This is an optimization exercise on Yosys and OpenROAD, whose aim is small area, not a production implementation.
At most, simulation tests tie the RTL to the original design; equivalence was not proved.
No activity file was given, so power comes from the tool's default toggle rates.

==> flow/design.v (excerpt) <==
module axi_dma_mc_sched #(
  parameter int NUM_CH     = 4,
  parameter int AXI_ADDR_W = 32,
  parameter int AXI_DATA_W = 128,
  parameter int LEN_W      = 24,
  parameter int MAX_BURST  = 16,
  parameter int MAX_OUT    = 8
) (
  input  logic                   clk,
  input  logic                   rst_n,
  input  logic [NUM_CH-1:0]            ch_req_valid,
  output logic [NUM_CH-1:0]            ch_req_ready,
  input  logic [NUM_CH*AXI_ADDR_W-1:0] ch_req_src,
  input  logic [NUM_CH*AXI_ADDR_W-1:0] ch_req_dst,
  input  logic [NUM_CH*LEN_W-1:0]      ch_req_len,
  output logic                         cmd_valid,
  input  logic                         cmd_ready,
  output logic [((NUM_CH > 1) ? $clog2(NUM_CH) : 1)-1:0] cmd_ch,
  output logic [AXI_ADDR_W-1:0]        cmd_src,
  output logic [AXI_ADDR_W-1:0]        cmd_dst,
  output logic [7:0]                   cmd_len,
  output logic                         cmd_last,
  input  logic                         cpl_valid,
  input  logic [((NUM_CH > 1) ? $clog2(NUM_CH) : 1)-1:0] cpl_ch,
  input  logic                         cpl_err,
  output logic [NUM_CH-1:0]      ch_busy,
  output logic [NUM_CH-1:0]      ch_done,
  output logic [NUM_CH-1:0]      ch_err,
  input  logic [NUM_CH-1:0]      intr_en,
  input  logic [NUM_CH-1:0]      intr_clr,
  output logic                   intr_pend,
  output logic                   proto_err
);
export LEC_CHECK = 0
export CAP_MARGIN = 20
export CORE_MARGIN = 2
export CORE_UTILIZATION = 60
export SLEW_MARGIN = 20
create_clock -name core_clock -period 9.0 [get_ports {clk}]
standard.sh (not shown) runs the stock make flow with config.mk's settings and CLKGATE_MAP_FILE= SYNTH_SCRIPT=/design/flow/synth_recipe.tcl, a recipe that flattens the netlist after the stock synthesis.
==> flow/flow/run.sh <==
#!/bin/bash
# Own layout flow: the standard ORFS flow (standard.sh), with
#  - synthesis run unchanged except for an area-oriented ABC mapping script
#    (registers are mapped by dfflibmap before ABC, so they are the standard ones);
#  - port buffers of the smallest buffer cell;
#  - a clock tree from small clock buffers, without dummy loads.
# Each tool's output goes to a log file of its own in the work folder.
set -euo pipefail
W=$(pwd)
rm -rf "$W/orfs_scripts"
cp -r "$FLOW_HOME/scripts" "$W/orfs_scripts"
cp "$W/flow/abc_area.script" "$W/orfs_scripts/abc_area.script"
bash standard.sh SCRIPTS_DIR="$W/orfs_scripts" ABC_AREA=1 synth > "$W/flow_synth.log" 2>&1
source "$W/flow/knobs.sh"
bash standard.sh "${KNOBS[@]}" finish > "$W/flow_layout.log" 2>&1
==> flow/flow/abc_area.script <==
strash; &get -n; &fraig -x; &put; scorr; dc2; dretime; strash; &get -n; &dch -f; &nf -R 20; &put; strash; dc2; &get -n; &dch -f; &nf -R 20; &put; topo
==> flow/flow/knobs.sh <==
KNOBS=(
  "BUFFER_PORTS_ARGS=-buffer_cell sky130_fd_sc_hd__buf_1"
  "CTS_ARGS=-sink_clustering_enable -repair_clock_nets -dont_use_dummy_load -sink_clustering_size 16 -sink_clustering_max_diameter 60 -buf_list {sky130_fd_sc_hd__clkbuf_8}"
)
The baseline passed the timing, design-rule and antenna checks.
Then changed:
==> flow/flow/abc_area.script (replaced) <==
strash; &get -n; &fraig -x; &put; scorr; dc2; dretime; strash; &get -n; &dch -f; &nf -R 1000; &put; strash; dc2; &get -n; &dch -f; &nf -R 1000; &put; topo
--- a/flow/flow/knobs.sh
+++ b/flow/flow/knobs.sh
@@ -3,0 +4 @@
+  "REMOVE_ABC_BUFFERS=1"
Power decreases by about 7%.
Routed wire length falls by about 1%.
Worst setup slack gets worse by 0.12 ns.
Register-to-register slack is worse by 0.12 ns.
Global-route usage went down by 0.24 points.
Cell area decreases by 1.3%.
Synthesized cell count decreases by about 1.7%.
Clock skew went down by 0.015 ns.
Then changed:
--- a/flow/flow/knobs.sh
+++ b/flow/flow/knobs.sh
@@ -4 +3,0 @@
-  "REMOVE_ABC_BUFFERS=1"
Effect:
- The changed run finished with timing, DRC and antenna clean
- final area stays flat
- worst hold slack is about the same
- power goes down by 0.94%
- register-to-register slack is better by 0.05 ns
Then changed:
- CAP_MARGIN: 20 -> 5
- GPL_TIMING_DRIVEN: not set -> 0
- SLEW_MARGIN: 20 -> 5
The changed run went through all stages and came out clean.
Worst setup slack gets worse by 0.047 ns.
Cell count increases by 0.92%.
Die area is unchanged.
Final area increases by 2.6%.
Clock-buffer cell count decreases by 4.
Wire length increases by 0.90%.
Then changed:
==> flow/flow/abc_area.script (replaced) <==
strash; &get -n; &fraig -x; &put; scorr; dc2; dretime; strash; &get -n; &dch -f; &nf -R 1000; &put; topo
- CAP_MARGIN: 5 -> 20
- GPL_TIMING_DRIVEN: 0 -> not set
- SLEW_MARGIN: 5 -> 20
After rerunning: The changed run ran to the end with no violations; fmax came out lower by 0.31%; final area came out lower by 1.5%; via count came out higher by 0.80%; clock power came out higher by 6.1%; wire length came out higher by 2.0%; clock-buffer cell count came out higher by 4; clock skew came out higher by 0.039 ns; first-iteration DRC count came out lower by 5.7%; final cell count came out higher by 0.51%.

* * *

## the previous run
The RTL this note starts from:
==> flow/design.v <==
module axi_dma_mc_sched #(
  parameter int NUM_CH     = 4,
  parameter int AXI_ADDR_W = 32,
  parameter int AXI_DATA_W = 128,
  parameter int LEN_W      = 24,
  parameter int MAX_BURST  = 16,
  parameter int MAX_OUT    = 8
) (
  input  logic                   clk,
  input  logic                   rst_n,
  input  logic [NUM_CH-1:0]            ch_req_valid,
  output logic [NUM_CH-1:0]            ch_req_ready,
  input  logic [NUM_CH*AXI_ADDR_W-1:0] ch_req_src,
  input  logic [NUM_CH*AXI_ADDR_W-1:0] ch_req_dst,
  input  logic [NUM_CH*LEN_W-1:0]      ch_req_len,
  output logic                         cmd_valid,
  input  logic                         cmd_ready,
  output logic [((NUM_CH > 1) ? $clog2(NUM_CH) : 1)-1:0] cmd_ch,
  output logic [AXI_ADDR_W-1:0]        cmd_src,
  output logic [AXI_ADDR_W-1:0]        cmd_dst,
  output logic [7:0]                   cmd_len,
  output logic                         cmd_last,
  input  logic                         cpl_valid,
  input  logic [((NUM_CH > 1) ? $clog2(NUM_CH) : 1)-1:0] cpl_ch,
  input  logic                         cpl_err,
  output logic [NUM_CH-1:0]      ch_busy,
  output logic [NUM_CH-1:0]      ch_done,
  output logic [NUM_CH-1:0]      ch_err,
  input  logic [NUM_CH-1:0]      intr_en,
  input  logic [NUM_CH-1:0]      intr_clr,
  output logic                   intr_pend,
  output logic                   proto_err
);
  localparam int AW = 28;
  localparam int RW = 20;
  logic [3:0]    busy_q, iss_q, done_q, err_q, stat_q;
  logic [3:0]    out_q [4];
  logic          intr_pend_q, proto_err_q, cmd_valid_q;
  logic [1:0]    ptr_q;
  logic [AW-1:0] src_q [4];
  logic [AW-1:0] dst_q [4];
  logic [RW-1:0] rem_q [4];
  logic [AW-1:0] cmd_src_q, cmd_dst_q;
  logic [3:0]    cmd_len_q;
  logic          cmd_last_q;
  logic [3:0] elig, gnt;
  logic [1:0] gnt_idx;
  logic       any_elig, take, load;
  always_comb begin
    for (int i = 0; i < 4; i++) elig[i] = iss_q[i] & ~out_q[i][3];
  end
  always_comb begin
    case (ptr_q)
      2'd0: gnt = elig[1] ? 4'b0010 : elig[2] ? 4'b0100 : elig[3] ? 4'b1000 : {3'b000, elig[0]};
      2'd1: gnt = elig[2] ? 4'b0100 : elig[3] ? 4'b1000 : elig[0] ? 4'b0001 : {2'b00, elig[1], 1'b0};
      2'd2: gnt = elig[3] ? 4'b1000 : elig[0] ? 4'b0001 : elig[1] ? 4'b0010 : {1'b0, elig[2], 2'b00};
      default: gnt = elig[0] ? 4'b0001 : elig[1] ? 4'b0010 : elig[2] ? 4'b0100 : {elig[3], 3'b000};
    endcase
    gnt_idx  = {gnt[3] | gnt[2], gnt[3] | gnt[1]};
    any_elig = |elig;
  end
  assign take = ~cmd_valid_q | cmd_ready;
  assign load = any_elig & take;
  logic [3:0] sel;
  assign sel = gnt & {4{take}};
  logic [AW-1:0] s_src, s_dst, n_src, n_dst;
  logic [RW-1:0] s_rem, n_rem;
  logic [3:0]    s_m1, d_m1, r_m1, m1;
  logic          r_small, c_sd, c_sr, c_dr, pick_s, pick_d, pick_r, last, pg_s, pg_d;
  logic [4:0]    s_lo, d_lo, r_lo;
  logic [AW-5:0] s_hi_inc, d_hi_inc;
  logic [RW-5:0] r_hi_dec;
  always_comb begin
    s_src = '0;
    s_dst = '0;
    s_rem = '0;
    for (int i = 0; i < 4; i++) begin
      s_src = s_src | ({AW{sel[i]}} & ~src_q[i]);
      s_dst = s_dst | ({AW{sel[i]}} & ~dst_q[i]);
      s_rem = s_rem | ({RW{sel[i]}} & ~rem_q[i]);
    end
    s_m1    = (s_src[7:4] == 4'hF) ? ~s_src[3:0] : 4'hF;
    d_m1    = (s_dst[7:4] == 4'hF) ? ~s_dst[3:0] : 4'hF;
    r_m1    = (s_rem[RW-1:4] == '0) ? (s_rem[3:0] - 4'd1) : 4'hF;
    r_small = (s_rem[RW-1:5] == '0) && (!s_rem[4] || (s_rem[3:0] == 4'd0));
    c_sd    = (s_m1 <= d_m1);
    c_sr    = (s_m1 < r_m1);
    c_dr    = (d_m1 < r_m1);
    pick_s  = c_sd & c_sr;
    pick_d  = ~c_sd & c_dr;
    pick_r  = ~(pick_s | pick_d);
    m1      = ({4{pick_s}} & s_m1) | ({4{pick_d}} & d_m1) | ({4{pick_r}} & r_m1);
    last    = r_small & pick_r;
    pg_s    = (s_src[7:4] == 4'hF) & c_sd & ~(r_m1 < s_m1);
    pg_d    = (s_dst[7:4] == 4'hF) & ~c_sd & c_dr | (s_dst[7:4] == 4'hF) & (d_m1 == s_m1) & ~(r_m1 < d_m1);
    n_src   = {s_src[AW-1:8] + {{(AW-9){1'b0}}, pg_s}, s_src[7:0] + {4'd0, m1} + 8'd1};
    n_dst   = {s_dst[AW-1:8] + {{(AW-9){1'b0}}, pg_d}, s_dst[7:0] + {4'd0, m1} + 8'd1};
    n_rem   = s_rem - {{(RW-4){1'b0}}, m1} - 1'b1;
  end
  always_ff @(posedge clk) begin
    for (int i = 0; i < 4; i++) begin
      logic ld, up, hd;
      ld = ~busy_q[i];
      up = sel[i];
      hd = busy_q[i] & ~sel[i];
      src_q[i] <= ~(({AW{ld}} & ch_req_src[i*32+4 +: AW]) | ({AW{up}} & n_src) | ({AW{hd}} & ~src_q[i]));
      dst_q[i] <= ~(({AW{ld}} & ch_req_dst[i*32+4 +: AW]) | ({AW{up}} & n_dst) | ({AW{hd}} & ~dst_q[i]));
      rem_q[i] <= ~(({RW{ld}} & ch_req_len[i*24+4 +: RW]) | ({RW{up}} & n_rem) | ({RW{hd}} & ~rem_q[i]));
    end
  end
  always_ff @(posedge clk) begin
    cmd_src_q  <= s_src | ({AW{~take}} & cmd_src_q);
    cmd_dst_q  <= s_dst | ({AW{~take}} & cmd_dst_q);
    cmd_len_q  <= ({4{take}} & m1) | ({4{~take}} & cmd_len_q);
    cmd_last_q <= (take & last) | (~take & cmd_last_q);
  end
  logic [3:0] cpl_hit, dec, acc, zlen, issue_now, cnt_up, cnt_dn;
  logic [3:0] out_d [4];
  logic [3:0] stat_d;
  always_comb begin
    for (int i = 0; i < 4; i++) begin
      cpl_hit[i]   = cpl_valid && (cpl_ch == 2'(i));
      dec[i]       = cpl_hit[i] && (out_q[i] != 4'd0);
      acc[i]       = ~busy_q[i] & ch_req_valid[i];
      zlen[i]      = (ch_req_len[i*24+4 +: RW] == '0);
      issue_now[i] = sel[i];
      cnt_up[i]    = issue_now[i] & ~dec[i];
      cnt_dn[i]    = dec[i] & ~issue_now[i];
      out_d[i][0]  = out_q[i][0] ^ (cnt_up[i] | cnt_dn[i]);
      out_d[i][1]  = out_q[i][1] ^ (cnt_up[i] & out_q[i][0] | cnt_dn[i] & ~out_q[i][0]);
      out_d[i][2]  = out_q[i][2] ^ (cnt_up[i] & (&out_q[i][1:0]) | cnt_dn[i] & ~(|out_q[i][1:0]));
      out_d[i][3]  = out_q[i][3] ^ (cnt_up[i] & (&out_q[i][2:0]) | cnt_dn[i] & ~(|out_q[i][2:0]));
      stat_d[i]    = (stat_q[i] & ~intr_clr[i]) | done_q[i];
    end
  end
  always_ff @(posedge clk or negedge rst_n) begin
    if (!rst_n) begin
      busy_q      <= '0;
      iss_q       <= '0;
      done_q      <= '0;
      err_q       <= '0;
      stat_q      <= '0;
      for (int i = 0; i < 4; i++) out_q[i] <= '0;
      intr_pend_q <= 1'b0;
      proto_err_q <= 1'b0;
      cmd_valid_q <= 1'b0;
      ptr_q       <= 2'd0;
    end else begin
      for (int i = 0; i < 4; i++) begin
        out_q[i] <= out_d[i];
        err_q[i] <= acc[i] ? 1'b0 : (err_q[i] | (dec[i] & cpl_err));
        if (!busy_q[i]) begin
          busy_q[i] <= ch_req_valid[i];
          iss_q[i]  <= ch_req_valid[i] & ~zlen[i];
          done_q[i] <= ch_req_valid[i] & zlen[i];
        end else if (iss_q[i]) begin
          if (issue_now[i] && last) iss_q[i] <= 1'b0;
          done_q[i] <= 1'b0;
        end else begin
          if (done_q[i]) begin
            busy_q[i] <= 1'b0;
            done_q[i] <= 1'b0;
          end else begin
            done_q[i] <= (out_q[i] == 4'd0) | ((out_q[i] == 4'd1) & cpl_hit[i]);
          end
        end
      end
      stat_q      <= stat_d;
      intr_pend_q <= |(stat_d & intr_en);
      proto_err_q <= proto_err_q | (|(cpl_hit & ~dec));
      if (take) cmd_valid_q <= any_elig;
      if (load) ptr_q <= gnt_idx;
    end
  end
  assign ch_req_ready = ~busy_q;
  assign ch_busy      = busy_q;
  assign ch_done      = done_q;
  assign ch_err       = err_q;
  assign intr_pend    = intr_pend_q;
  assign proto_err    = proto_err_q;
  assign cmd_valid    = cmd_valid_q;
  assign cmd_ch       = ptr_q;
  assign cmd_src      = {cmd_src_q, 4'd0};
  assign cmd_dst      = {cmd_dst_q, 4'd0};
  assign cmd_len      = {4'd0, cmd_len_q};
  assign cmd_last     = cmd_last_q;
endmodule
==> flow/config.mk <==
export PLATFORM = sky130hd
export DESIGN_NAME = axi_dma_mc_sched
export DESIGN_NICKNAME = axi_dma_mc_sched
export VERILOG_FILES = /design/flow/design.v
export SDC_FILE = /design/flow/constraint.sdc
export NUM_CORES = 4
export LEC_CHECK = 0
export CAP_MARGIN = 20
export CORE_MARGIN = 2
export CORE_UTILIZATION = 60
export SLEW_MARGIN = 20
==> flow/constraint.sdc <==
create_clock -name core_clock -period 9.0 [get_ports {clk}]
set_input_delay 1.8000 -clock core_clock [delete_from_list [all_inputs] [get_ports {clk}]]
set_output_delay 1.8000 -clock core_clock [all_outputs]
set_load 0.01 [all_outputs]
==> flow/flow/run.sh <==
#!/bin/bash
# Own layout flow: the standard ORFS flow (standard.sh), with
#  - synthesis run unchanged except that ABC uses an area-oriented mapping script
#    (flow/abc_area.script) and Yosys does not pre-extract half/full adder cells, so
#    ABC maps that logic too. Registers are mapped by dfflibmap before ABC, so they
#    are the standard synthesis's registers, with the same names and cells;
#  - port buffers of the smallest buffer cell;
#  - a clock tree of clkbuf_8 cells, without dummy loads.
# Each tool's output goes to a log file of its own in the work folder.
set -euo pipefail
W=$(pwd)
rm -rf "$W/orfs_scripts"
cp -r "$FLOW_HOME/scripts" "$W/orfs_scripts"
cp "$W/flow/abc_area.script" "$W/orfs_scripts/abc_area.script"
bash standard.sh SCRIPTS_DIR="$W/orfs_scripts" ABC_AREA=1 ADDER_MAP_FILE= synth > "$W/flow_synth.log" 2>&1
source "$W/flow/knobs.sh"
bash standard.sh "${KNOBS[@]}" finish > "$W/flow_layout.log" 2>&1
==> flow/flow/abc_area.script <==
strash; &get -n; &fraig -x; &put; scorr; dc2; dretime; strash; &get -n; &dch -f; &nf -R 1000; &put; strash; dc2; &get -n; &dch -f; &nf -R 1000; &put; strash; &get -n; &dch -f; &nf -R 1000 -p; &put; topo
==> flow/flow/knobs.sh <==
KNOBS=(
  "BUFFER_PORTS_ARGS=-buffer_cell sky130_fd_sc_hd__buf_1"
  "CTS_ARGS=-sink_clustering_enable -repair_clock_nets -dont_use_dummy_load -sink_clustering_size 16 -sink_clustering_max_diameter 60 -buf_list {sky130_fd_sc_hd__clkbuf_8}"
)
The previous run closes out successfully: all stages finished, all timing, DRC and antenna checks passed.
### the previous run -> the current run
-- flow/flow/knobs.sh --
<<< the previous run, line 4
>>> the current run, line 4
  "REMOVE_ABC_BUFFERS=1"
Notes after the runs:
- The current run: all stages complete, timing, DRC and antenna checks passed
- The previous run → the current run: clock share of power increased by 0.2 points relative to the old numbers; met3 usage in global routing saw a decrease; wire length of the first global-routing pass has decreased; post-layout worst setup margin decreased by 0.016 ns relative to the old numbers.
- Side by side, number of placed instances with taps included turned out higher in the current run than in the previous run.
- The estimated power of the current run ends up lower than the estimate for the previous run.
- Compared with the previous run, mean routed wirelength per cell in the current run decreased slightly.
- The previous run and the current run ended up with nearly the same placed cell area.
- Relative to the previous run, routed wire length decreased by about 0.8% in the current run.
- Against the previous run as the reference, the current run delivers a lower share of final-layout standard cells stronger than drive strength 1.
- Cmp the current run vs the previous run: total number of cells along the worst setup path lower in the current run
Function was not checked in any run of this note: the RTL went through the layout flow alone.

-- afterwards: timing with drivers on the ports --
How much do the figures lean on ideal ports? The routed layouts below were timed once more, with nothing changed but the port constraints.
Step 1: set_driving_cell puts a clkbuf_16 on clk and a buf_2 on each other input, an assumption about the parent block.
Step 2 adds t to the input delays and takes it off the output delays; t is the mean of the earliest and latest rising clock arrival at the registers after step 1. Input paths then give back, and output paths get back, about the clock's delay inside the block.
a / b / c = ideal ports / drivers / drivers and shift; a / b = the first two.
run | t, ns | setup WS [ns] | hold WS [ns] | worst setup path after step 2 | latest minus earliest clock arrival (ns)
the first run of note 1 | 0.607 | 0.564 / 0.564 / 0.564 | 0.495 / 0.495 / 0.495 | register to register | 0.057 / 0.058
the second run of note 1 | 0.607 | 0.448 / 0.448 / 0.448 | 0.485 / 0.485 / 0.485 | register to register | 0.043 / 0.043
the third run of note 1 | 0.607 | 0.500 / 0.500 / 0.500 | 0.482 / 0.482 / 0.482 | register to register | 0.036 / 0.036
the fourth run of note 1 | 0.675 | 0.453 / 0.453 / 0.453 | 0.495 / 0.495 / 0.495 | register to register | 0.035 / 0.035
the fifth run of note 1 | 0.602 | 0.426 / 0.426 / 0.426 | 0.484 / 0.484 / 0.484 | register to register | 0.073 / 0.074
the previous run | 0.597 | 0.470 / 0.491 / -0.105 | 0.444 / 0.444 / 0.444 | input to register | 0.043 / 0.043
the current run | 0.587 | 0.455 / 0.477 / -0.110 | 0.443 / 0.443 / 0.443 | input to register | 0.060 / 0.060
Met with ideal ports but missed after step 2: setup timing in the previous run and the current run. The setup slack of the previous run, which loses most, moves by +0.021 ns with the drivers and by -0.575 ns with both steps.
